Context: an optimization exercise on an open-source flow, tuned for small area. The choices shown serve that exercise and are no tape-out recipe.
Only simulation tests tie the RTL to the original design; equivalence was not proved.
Power is estimated from default activity; no workload was simulated. The clock port is modelled as an ideal driver; clocking choices that lean on that would not hold on a real chip.

Setup of onyx:
## rv_core_top
module rv_core_top
(
    input  wire logic            clk_i,
    input  wire logic            rst_n_i,
    output logic      [XLEN-1:0] inst_addr_o,
    input  wire logic [XLEN-1:0] inst_i,
    output logic                 mem_wen_o,
    output logic      [XLEN-1:0] mem_waddr_o,
    output logic      [XLEN-1:0] mem_wdata_o,
    output logic      [7:0]      mem_wmask_o,
    output logic      [XLEN-1:0] mem_raddr_o,
    input  wire logic [XLEN-1:0] mem_rdata_i
);
Size: roughly 1,100 flip-flops, about 200 I/O pins, about 0.027 sq mm of cells after synthesis.
clock: 13.0 ns
lec_check: 0
cap_margin: 20
core_margin: 2
core_utilization: 60
slew_margin: 20
standard.sh (not shown) runs the stock make flow with config.mk's settings and CLKGATE_MAP_FILE= SYNTH_SCRIPT=/design/flow/synth_recipe.tcl, a recipe that flattens the netlist after the stock synthesis.
==> flow/flow/run.sh <==
#!/bin/bash
# Own layout flow: the standard ORFS flow (bash standard.sh) with
#  - an area-oriented ABC mapping script (a private copy of the ORFS scripts
#    folder in which only abc_area.script differs, used with ABC_AREA=1),
#  - port buffers of the smallest buffer cell,
#  - a clock tree of larger sink clusters and no dummy loads.
# Each tool's output goes to a log file in the work folder.
set -euo pipefail
rm -rf scripts
cp -r "$FLOW_HOME/scripts" scripts
printf '%s\n' strash '&get -n' '&st' '&dch' '&nf -R 1000' '&st' '&dch' '&nf -R 1000' '&put' \
    > scripts/abc_area.script
CTS="-sink_clustering_enable -repair_clock_nets -dont_use_dummy_load"
CTS="$CTS -buf_list sky130_fd_sc_hd__clkbuf_16 -sink_clustering_size 36 -sink_clustering_max_diameter 120"
bash standard.sh \
    "SCRIPTS_DIR=$PWD/scripts" \
    "ABC_AREA=1" \
    "BUFFER_PORTS_ARGS=-buffer_cell sky130_fd_sc_hd__buf_1" \
    "CTS_ARGS=$CTS" \
    finish > standard.log 2>&1
### onyx -> willow
-- flow/flow/run.sh --
<<< onyx, line 12
    > scripts/abc_area.script
CTS="-sink_clustering_enable -repair_clock_nets -dont_use_dummy_load"
CTS="$CTS -buf_list sky130_fd_sc_hd__clkbuf_16 -sink_clustering_size 36 -sink_clustering_max_diameter 120"
bash standard.sh \
    "SCRIPTS_DIR=$PWD/scripts" \
>>> willow, line 12
    > scripts/abc_area.script
CTS="-sink_clustering_enable -repair_clock_nets -dont_use_dummy_load"
CTS="$CTS -buf_list sky130_fd_sc_hd__clkbuf_16 -sink_clustering_size 34 -sink_clustering_max_diameter 100"
bash standard.sh \
    "SCRIPTS_DIR=$PWD/scripts" \
- Final design area excluding fillers: willow vs onyx, no meaningful difference
- The sequential share of layout area was comparable across willow and onyx.
- On register-to-register path setup slack, willow and onyx are basically level.
For quartz, these inputs were changed with respect to willow:
-- flow/flow/run.sh --
<<< willow, line 12
    > scripts/abc_area.script
CTS="-sink_clustering_enable -repair_clock_nets -dont_use_dummy_load"
CTS="$CTS -buf_list sky130_fd_sc_hd__clkbuf_16 -sink_clustering_size 34 -sink_clustering_max_diameter 100"
bash standard.sh \
    "SCRIPTS_DIR=$PWD/scripts" \
>>> quartz, line 12
    > scripts/abc_area.script
CTS="-sink_clustering_enable -repair_clock_nets -dont_use_dummy_load"
CTS="$CTS -buf_list sky130_fd_sc_hd__clkbuf_16 -sink_clustering_size 36 -sink_clustering_max_diameter 90"
bash standard.sh \
    "SCRIPTS_DIR=$PWD/scripts" \
Results
- | core utilization | willow vs quartz | ≈ equal |
- quartz against willow: share of total power in sequential cells stayed essentially flat; via-per-instance ratio now sits higher.
- Post-route cell area essentially unchanged between willow and quartz.
- Higher clock-buffer cell count among quartz and willow: willow
- Status: clock network fraction of total power parity (willow, quartz)
Inputs modified between quartz and violet:
-- flow/flow/run.sh --
<<< quartz, line 12
    > scripts/abc_area.script
CTS="-sink_clustering_enable -repair_clock_nets -dont_use_dummy_load"
CTS="$CTS -buf_list sky130_fd_sc_hd__clkbuf_16 -sink_clustering_size 36 -sink_clustering_max_diameter 90"
bash standard.sh \
    "SCRIPTS_DIR=$PWD/scripts" \
>>> violet, line 12
    > scripts/abc_area.script
CTS="-sink_clustering_enable -repair_clock_nets -dont_use_dummy_load"
CTS="$CTS -buf_list sky130_fd_sc_hd__clkbuf_16 -sink_clustering_size 36 -sink_clustering_max_diameter 120"
bash standard.sh \
    "SCRIPTS_DIR=$PWD/scripts" \
-- flow/config.mk --
<<< quartz, line 9
export CORE_MARGIN = 2
export CORE_UTILIZATION = 60
export SLEW_MARGIN = 20
>>> violet, line 9
export CORE_MARGIN = 2
export CORE_UTILIZATION = 60
export PLACE_DENSITY = 0.8
export SLEW_MARGIN = 20
[summary]
Re filler-free cell count of the finished design: no difference whatsoever between violet and quartz. violet: number of buffers inserted during clock tree synthesis is 1 lower than what quartz reported. Compared with quartz, in violet clock network contribution to total cell area ~0 delta, worst setup slack decreased by 57 ps relative to the old numbers, accumulated negative setup slack ~0 delta, number of H-tree levels closely matched the old numbers, global-route usage lost 0.80 points. Non-clock buffer share of cell area of violet is on par with quartz.

## what the ideal ports hide
No port has a modelled driver above. Below, the same layouts with a new extraction and two added sets of constraints.
Step 1, drivers: a clkbuf_16 drives clk_i and a buf_2 each remaining input, both assumed.
Step 2 moves the port delays by t, midway between the first and last clock arrival at a register: inputs arrive t later, outputs are due t later. That takes back most of the time a late clock gives input paths.
Slacks: ideal / step 1 / step 2; pairs: ideal / step 1.
run | shift t [ns] | setup slack, ns | worst setup path at the end
onyx | 0.631 | 4.977 / 4.953 / 4.953 | input to output
willow | 0.626 | 4.958 / 4.934 / 4.934 | input to output
quartz | 0.629 | 4.961 / 4.937 / 4.937 | input to output
violet | 0.625 | 4.904 / 4.878 / 4.878 | input to output
After both steps every run listed still meets setup and hold. The setup slack of violet, which loses most, moves by -0.026 ns with the drivers and by -0.026 ns with both steps.
